From an optimization exercise on the open Yosys and OpenROAD flow, aimed at small area, a short achievable clock period and few clock cycles per item; shortcuts taken in it are not production practice. In this exercise RTL edits were held to simulation tests only and were not proved equivalent to the original.

==> module clyde_sbox_layer, before the edit <==
module clyde_sbox_layer (
    input  logic [127:0] state_in,
    output logic [127:0] state_out
);
    for (genvar c = 0; c < 32; c++) begin : g_col
        clyde_sbox_col u_col (
            .x ({state_in[96+c], state_in[64+c], state_in[32+c], state_in[c]}),
            .y ({state_out[96+c], state_out[64+c], state_out[32+c], state_out[c]})
        );
    end
endmodule
==> module clyde_datapath, before the edit <==
module clyde_datapath (
    input  logic         clk,
    input  logic [127:0] data_in,
    input  logic [127:0] key,
    input  logic [127:0] tweak,
    input  logic         busy,
    input  logic         idle,
    input  logic         cmd_load,
    input  logic [3:0]   w_even,
    input  logic [3:0]   w_odd,
    output logic [127:0] data_out
);
    logic [127:0] state_q;
    logic [127:0] state_d;
    logic [127:0] sbox_a, lbox_a, sbox_b;
    logic [31:0]  x_new0, x_new1;
    logic [127:0] sel_d;
    logic [127:0] part_d;
    logic [63:0]  y_mix;
    logic [127:0] tk_value;
    clyde_sbox_layer u_sbox_a (.state_in(state_q), .state_out(sbox_a));
    clyde_lbox_layer u_lbox_a (.state_in(sbox_a), .w_value(w_even), .state_out(lbox_a));
    clyde_sbox_layer u_sbox_b (.state_in(lbox_a), .state_out(sbox_b));
    clyde_lbox_x     u_lbox_b (.state_in(sbox_b), .x_new0(x_new0), .x_new1(x_new1));
    clyde_tweakey u_tweakey (
        .clk      (clk),
        .busy     (busy),
        .idle     (idle),
        .w_value  (w_odd),
        .tweak    (tweak),
        .key      (key),
        .tk_value (tk_value)
    );
    assign sel_d  = {sbox_b[127:96], x_new1, sbox_b[63:32], x_new0};
    assign part_d = (({128{busy}} & sel_d) | ({128{idle}} & data_in)) ^ tk_value;
    assign y_mix = {x_new1[2:0], x_new1[31:3], x_new0[2:0], x_new0[31:3]};
    assign state_d[31:0]   = part_d[31:0];
    assign state_d[95:64]  = part_d[95:64];
    for (genvar i = 0; i < 32; i++) begin : g_ymix
        clyde_andxor u_y0 (.a(busy), .b(y_mix[i]),    .c(part_d[32+i]), .y(state_d[32+i]));
        clyde_andxor u_y1 (.a(busy), .b(y_mix[32+i]), .c(part_d[96+i]), .y(state_d[96+i]));
    end
    always_ff @(posedge clk) begin
        if (busy | cmd_load) begin
            state_q <= state_d;
        end
    end
    assign data_out = state_q;
endmodule
clock: 6.0 ns
lec_check: 0
cap_margin: 20
core_margin: 2
core_utilization: 50
setup_slack_margin: 2.3
slew_margin: 20
synth_hierarchical: 1
standard.sh (not shown) runs the stock make flow with config.mk's settings and CLKGATE_MAP_FILE= SYNTH_SCRIPT=/design/flow/synth_recipe.tcl, a recipe that flattens the netlist after the stock synthesis.
==> flow/flow/run.sh <==
#!/bin/bash
# Standard layout, with plain buf_1 cells as the port buffers in place of the
# delay buffers buffer_ports picks by default (every port still gets a
# buffer), and a clock tree built from mid-size clock buffers without
# dummy loads.
set -euo pipefail
export BUFFER_PORTS_ARGS="-buffer_cell sky130_fd_sc_hd__buf_1"
export CTS_ARGS="-sink_clustering_enable -repair_clock_nets -dont_use_dummy_load -buf_list {sky130_fd_sc_hd__clkbuf_4 sky130_fd_sc_hd__clkbuf_8}"
bash standard.sh > standard_flow.log 2>&1
The first run produced a clean layout.
Testbench counts at the start, summed over its fixed seeds: cycles 1,800, blocks 256.
==> next run, changes <==
--- a/flow/design.v
+++ b/flow/design.v
@@ -53,19 +53,41 @@
     clyde_andxor u_y1 (.a(x[0]), .b(x[1]), .c(x[2]), .y(y[1]));
     clyde_andxor u_y0 (.a(x[3]), .b(x[0]), .c(x[1]), .y(y[0]));
     clyde_andxor u_y3 (.a(y[1]), .b(x[3]), .c(x[0]), .y(y[3]));
     clyde_andxor u_y2 (.a(y[0]), .b(y[1]), .c(x[3]), .y(y[2]));
 endmodule
-module clyde_sbox_layer (
+module clyde_sbox_col_late (
+    input  logic [3:0] x,
+    output logic [3:0] y
+);
+    logic n01;
+    logic m11;
+    clyde_andxor u_y1 (.a(x[0]), .b(x[1]), .c(x[2]), .y(y[1]));
+    clyde_andxor u_y0 (.a(x[3]), .b(x[0]), .c(x[1]), .y(y[0]));
+    clyde_andxor u_y3 (.a(y[1]), .b(x[3]), .c(x[0]), .y(y[3]));
+    assign n01 = ~(x[0] & y[1]);
+    assign m11 = x[1] & y[1];
+    clyde_andxor u_y2 (.a(x[3]), .b(n01), .c(m11), .y(y[2]));
+endmodule
+module clyde_sbox_layer #(
+    parameter bit LATE_X3 = 1'b0
+) (
     input  logic [127:0] state_in,
     output logic [127:0] state_out
 );
     for (genvar c = 0; c < 32; c++) begin : g_col
-        clyde_sbox_col u_col (
-            .x ({state_in[96+c], state_in[64+c], state_in[32+c], state_in[c]}),
-            .y ({state_out[96+c], state_out[64+c], state_out[32+c], state_out[c]})
-        );
+        if (LATE_X3) begin : g_late
+            clyde_sbox_col_late u_col (
+                .x ({state_in[96+c], state_in[64+c], state_in[32+c], state_in[c]}),
+                .y ({state_out[96+c], state_out[64+c], state_out[32+c], state_out[c]})
+            );
+        end else begin : g_std
+            clyde_sbox_col u_col (
+                .x ({state_in[96+c], state_in[64+c], state_in[32+c], state_in[c]}),
+                .y ({state_out[96+c], state_out[64+c], state_out[32+c], state_out[c]})
+            );
+        end
     end
 endmodule
 `default_nettype wire
 `timescale 1ns/1ps
 `default_nettype none
@@ -152,11 +174,11 @@
     logic [127:0] part_d;
     logic [63:0]  y_mix;
     logic [127:0] tk_value;
     clyde_sbox_layer u_sbox_a (.state_in(state_q), .state_out(sbox_a));
     clyde_lbox_layer u_lbox_a (.state_in(sbox_a), .w_value(w_even), .state_out(lbox_a));
-    clyde_sbox_layer u_sbox_b (.state_in(lbox_a), .state_out(sbox_b));
+    clyde_sbox_layer #(.LATE_X3(1'b1)) u_sbox_b (.state_in(lbox_a), .state_out(sbox_b));
     clyde_lbox_x     u_lbox_b (.state_in(sbox_b), .x_new0(x_new0), .x_new1(x_new1));
     clyde_tweakey u_tweakey (
         .clk      (clk),
         .busy     (busy),
         .idle     (idle),
The changed run produced a clean layout.
Fmax went up by a few percent.
Die area rose slightly.
Hold slack stays flat.
Worst setup slack is better by 0.084 ns.
Synthesized area goes up slightly.
Global-route usage drops by 0.72 points.
Final area increases slightly.
Testbench counts after the change, summed over its fixed seeds: cycles 1,800, blocks 256.

==> re-timing with driven ports <==
Ports are ideal in the flow. The routed layouts listed here were re-timed in OpenROAD. Step 1, drivers: a clkbuf_16 drives clk and a buf_2 each remaining input, both assumed. Step 2 adds t to the input delays and takes it off the output delays; t is the mean of the earliest and latest rising clock arrival at the registers after step 1. Input paths then give back, and output paths get back, about the clock's delay inside the block. Three values: ideal, step 1, step 2; two values: the first two.
| run | t, ns | slack for setup (ns) | latest minus earliest clock arrival (ns) | worst data-port slew with drivers (ns) |
|---|---|---|---|---|
| the first run | 0.650 | 2.366 / 2.366 / 2.366 | 0.050 / 0.050 | 0.13 |
| the second run | 0.659 | 2.449 / 2.435 / 2.449 | 0.028 / 0.029 | 0.11 |
After both steps every run listed still meets setup and hold.
